Source: an optimization exercise on an open RTL-to-GDS flow (aim: small area, a short achievable clock period and few clock cycles per item). Production flows keep margins and buffers that such runs may drop.
Function was checked by simulation only, so behaviour that the tests miss may differ from the original.
Treat power and IR drop as tool artefacts here; the default activity estimate runs too high for this design.

==> inputs of run G <==
## cpu_top
module cpu_top (
    input  logic               clk_i,
    input  logic               reset,
    input  cpu_pkg::byte_t     instr_i,
    input  logic               data_or_reg_i,
    input  cpu_pkg::reg_addr_t address_i,
    input  cpu_pkg::lane_t     vout_addr_i,
    output cpu_pkg::byte_t     value_o,
    output cpu_pkg::pattern_t  easter_egg_o
);
==> module alu, before the edit <==
module alu (
    input  cpu_pkg::dinstr_t   instr_i,
    input  cpu_pkg::word_t     rs1_data_i,
    input  cpu_pkg::word_t     rs2_data_i,
    output cpu_pkg::word_t     result_o,
    output cpu_pkg::reg_addr_t mem_idx_o,
    output logic               eq_o
);
    logic           full;        
    logic [1:0]     op;          
    cpu_pkg::word_t op_b;
    logic [6:0]     mimm;
    logic [6:0]     maddr;
    assign full = (instr_i[23:22] != cpu_pkg::K_OTH);
    assign op_b = full ? {{20{instr_i[21]}}, instr_i[21:10]} : rs2_data_i;
    always_comb begin
        case (instr_i[23:22])
            cpu_pkg::K_ADDI: op = 2'b00;
            cpu_pkg::K_ANDI: op = 2'b10;
            cpu_pkg::K_ORI:  op = 2'b11;
            default:         op = instr_i[16:15];
        endcase
    end
    cpu_pkg::word_t bx, g, p, sum;
    cpu_pkg::word_t gl [6];
    cpu_pkg::word_t pl [6];
    logic           sub;
    assign sub = (op == 2'b01);
    assign bx  = op_b ^ {32{sub}};
    assign g   = rs1_data_i & bx;
    assign p   = rs1_data_i ^ bx;
    always_comb begin
        gl[0] = g;
        pl[0] = p;
        for (int l = 0; l < 5; l++) begin
            for (int i = 0; i < 32; i++) begin
                if (i >= (1 << l)) begin
                    gl[l+1][i] = gl[l][i] | (pl[l][i] & gl[l][i - (1 << l)]);
                    pl[l+1][i] = pl[l][i] & pl[l][i - (1 << l)];
                end else begin
                    gl[l+1][i] = gl[l][i];
                    pl[l+1][i] = pl[l][i];
                end
            end
        end
        sum[0] = p[0] ^ sub;
        for (int i = 1; i < 32; i++) begin
            sum[i] = p[i] ^ (gl[5][i-1] | (pl[5][i-1] & sub));
        end
    end
    always_comb begin
        case (op)
            2'b10:   result_o = rs1_data_i & op_b;
            2'b11:   result_o = rs1_data_i | op_b;
            default: result_o = sum;
        endcase
    end
    assign mimm      = {instr_i[16:15], (instr_i[21:20] == cpu_pkg::S_LW) ? instr_i[14:10] : instr_i[9:5]};
    assign maddr     = rs1_data_i[6:0] + mimm;
    assign mem_idx_o = maddr[6:2];
    assign eq_o = (rs1_data_i == rs2_data_i);
endmodule
clock: 12.0 ns
lec_check: 0
cap_margin: 20
core_margin: 2
core_utilization: 25
cts_buf_list: sky130_fd_sc_hd__clkbuf_8
place_density: 0.3
setup_slack_margin: 5
slew_margin: 20
tns_end_percent: 5
run.sh (not shown) runs the stock make flow with config.mk's settings and CLKGATE_MAP_FILE= SYNTH_SCRIPT=/design/flow/synth_recipe.tcl, a recipe that flattens the netlist after the stock synthesis.
==> run M (differences from run G) <==
--- a/flow/design.v
+++ b/flow/design.v
@@ -227,38 +227,12 @@
             default:         op = instr_i[16:15];
         endcase
     end
-    cpu_pkg::word_t bx, g, p, sum;
-    cpu_pkg::word_t gl [6];
-    cpu_pkg::word_t pl [6];
-    logic           sub;
-    assign sub = (op == 2'b01);
-    assign bx  = op_b ^ {32{sub}};
-    assign g   = rs1_data_i & bx;
-    assign p   = rs1_data_i ^ bx;
-    always_comb begin
-        gl[0] = g;
-        pl[0] = p;
-        for (int l = 0; l < 5; l++) begin
-            for (int i = 0; i < 32; i++) begin
-                if (i >= (1 << l)) begin
-                    gl[l+1][i] = gl[l][i] | (pl[l][i] & gl[l][i - (1 << l)]);
-                    pl[l+1][i] = pl[l][i] & pl[l][i - (1 << l)];
-                end else begin
-                    gl[l+1][i] = gl[l][i];
-                    pl[l+1][i] = pl[l][i];
-                end
-            end
-        end
-        sum[0] = p[0] ^ sub;
-        for (int i = 1; i < 32; i++) begin
-            sum[i] = p[i] ^ (gl[5][i-1] | (pl[5][i-1] & sub));
-        end
-    end
     always_comb begin
         case (op)
+            2'b00:   result_o = rs1_data_i + op_b;
+            2'b01:   result_o = rs1_data_i - op_b;
             2'b10:   result_o = rs1_data_i & op_b;
-            2'b11:   result_o = rs1_data_i | op_b;
-            default: result_o = sum;
+            default: result_o = rs1_data_i | op_b;
         endcase
     end
     assign mimm      = {instr_i[16:15], (instr_i[21:20] == cpu_pkg::S_LW) ? instr_i[14:10] : instr_i[9:5]};
Settings changed: CTS_BUF_LIST sky130_fd_sc_hd__clkbuf_8 to not set, SETUP_SLACK_MARGIN 5 to not set, TNS_END_PERCENT 5 to not set.
==> run C (differences from run G) <==
Settings changed: CTS_BUF_LIST sky130_fd_sc_hd__clkbuf_8 to not set, SETUP_SLACK_MARGIN 5 to 3.0.
==> run H (differences from run G) <==
Settings changed: CTS_BUF_LIST sky130_fd_sc_hd__clkbuf_8 to not set, SETUP_SLACK_MARGIN 5 to 4.5.
==> comparison <==
In run H the clock-buffer cell count is lower than in run G, by 165.
Final cell count, highest first: run G, run H, run C, run M.
Worst hold slack, highest first: run M, run H, run C, run G.
Global-route usage, highest first: run G, run H, run M, run C.
Critical path depth, highest first: run M, run G, run H, run C.
First-iteration DRC count: run H > run C > run G > run M.
Worst setup slack, highest first: run G, run H, run C, run M.
Of run G and run H, run G has the higher register-to-register slack (gap 0.17 ns).
Synthesized cell count: run M is smaller than run H (14%).
==> figures <==
Net load switching power: run G 101.2 mW; run M 43.90 mW; run H 101.6 mW; run C 91.32 mW
Non-clock buffers: run G 1,100; run M 722; run H 1,150; run C 681
Die Y: run G 842.5 um; run M 836.9 um; run H 842.5 um; run C 842.5 um
Count of placed standard cells in the final layout, fillers left out: run G 21.68k; run M 19.40k; run H 21.29k; run C 20.83k
Synth Cell Area: run G 175,800 um^2; run M 173,400 um^2; run H 175,800 um^2; run C 175,800 um^2
Complex-gate fraction of the synthesized area: run G 4.115%; run M 3.325%; run H 4.115%; run C 4.115%
Run status: run G complete, no violations; run M complete, no violations; run H complete, no violations; run C complete, no violations
Mux share of post-synthesis cell area: run G 22.54%; run M 25.94%; run H 22.54%; run C 22.54%
End of the worst register-to-register path: run G u_regs.regs[20][17]; run M u_regs.regs[4][26]; run H u_ctrl.pc[7]; run C u_regs.regs[0][22]
Worst setup path class: run G input port to output port; run M flop to flop; run H input port to output port; run C input port to output port
Multi-input combinational area share: run G 30.38%; run M 29.98%; run H 30.04%; run C 30.62%
Delay of the slowest critical-path stage: run G 0.75 ns; run M 0.87 ns; run H 0.69 ns; run C 0.78 ns
Share of the synthesized netlist area taken by xor and xnor gates: run G 0.6150%; run M 0.4783%; run H 0.6150%; run C 0.6150%
Clk network pwr share: run G 6.0%; run M 14.9%; run H 7.0%; run C 8.0%
Sequential share of cell area: run G 51.38%; run M 53.80%; run H 50.80%; run C 53.16%
Critical path destination: run G value_o[7]; run M u_regs.regs[4][26]; run H value_o[1]; run C value_o[6]
Worst clock skew: run G 0.09024 ns; run M 0.08150 ns; run H 0.1106 ns; run C 0.09412 ns
Global-route met1 utilization: run G 30.26%; run M 28.81%; run H 30.55%; run C 29.05%
Final wirelength: run G 822.7 mm; run M 768.2 mm; run H 822.1 mm; run C 785.5 mm
Net count after synthesis: run G 10.85k; run M 9,363; run H 10.85k; run C 10.85k
Testbench counts of run G, summed over its fixed seeds: cycles 33,938, instrs 30,699.
Testbench counts of run M, summed over its fixed seeds: cycles 33,938, instrs 30,699.
Testbench counts of run C, summed over its fixed seeds: cycles 33,938, instrs 30,699.
Testbench counts of run H, summed over its fixed seeds: cycles 33,938, instrs 30,699.

-- re-timing with driven ports --
How much do the figures lean on ideal ports? The routed layouts below were timed once more, with nothing changed but the port constraints.
Step 1: set_driving_cell puts a clkbuf_16 on clk_i and a buf_2 on each other input, an assumption about the parent block.
Step 2, shift: input delay + t, output delay - t, t = (earliest + latest rising clock arrival at the registers) / 2. This alone moves slack from input paths to output paths.
a / b / c = no drivers / after step 1 / after step 2; a / b = the first two.
run | t (ns) | setup WS [ns] | worst data-port slew with drivers (ns) | cell pins on the clock port's net
run G | 1.411 | 3.762 / 3.437 / 3.437 | 0.37 | 1
run M | 1.164 | 0.857 / 0.857 / 0.857 | 0.32 | 1
run C | 1.147 | 2.942 / 2.730 / 2.730 | 0.28 | 1
run H | 1.185 | 3.728 / 3.404 / 3.404 | 0.36 | 1
After both steps every run listed still meets setup and hold. The setup slack of run G, which loses most, moves by -0.325 ns with the drivers and by -0.325 ns with both steps.
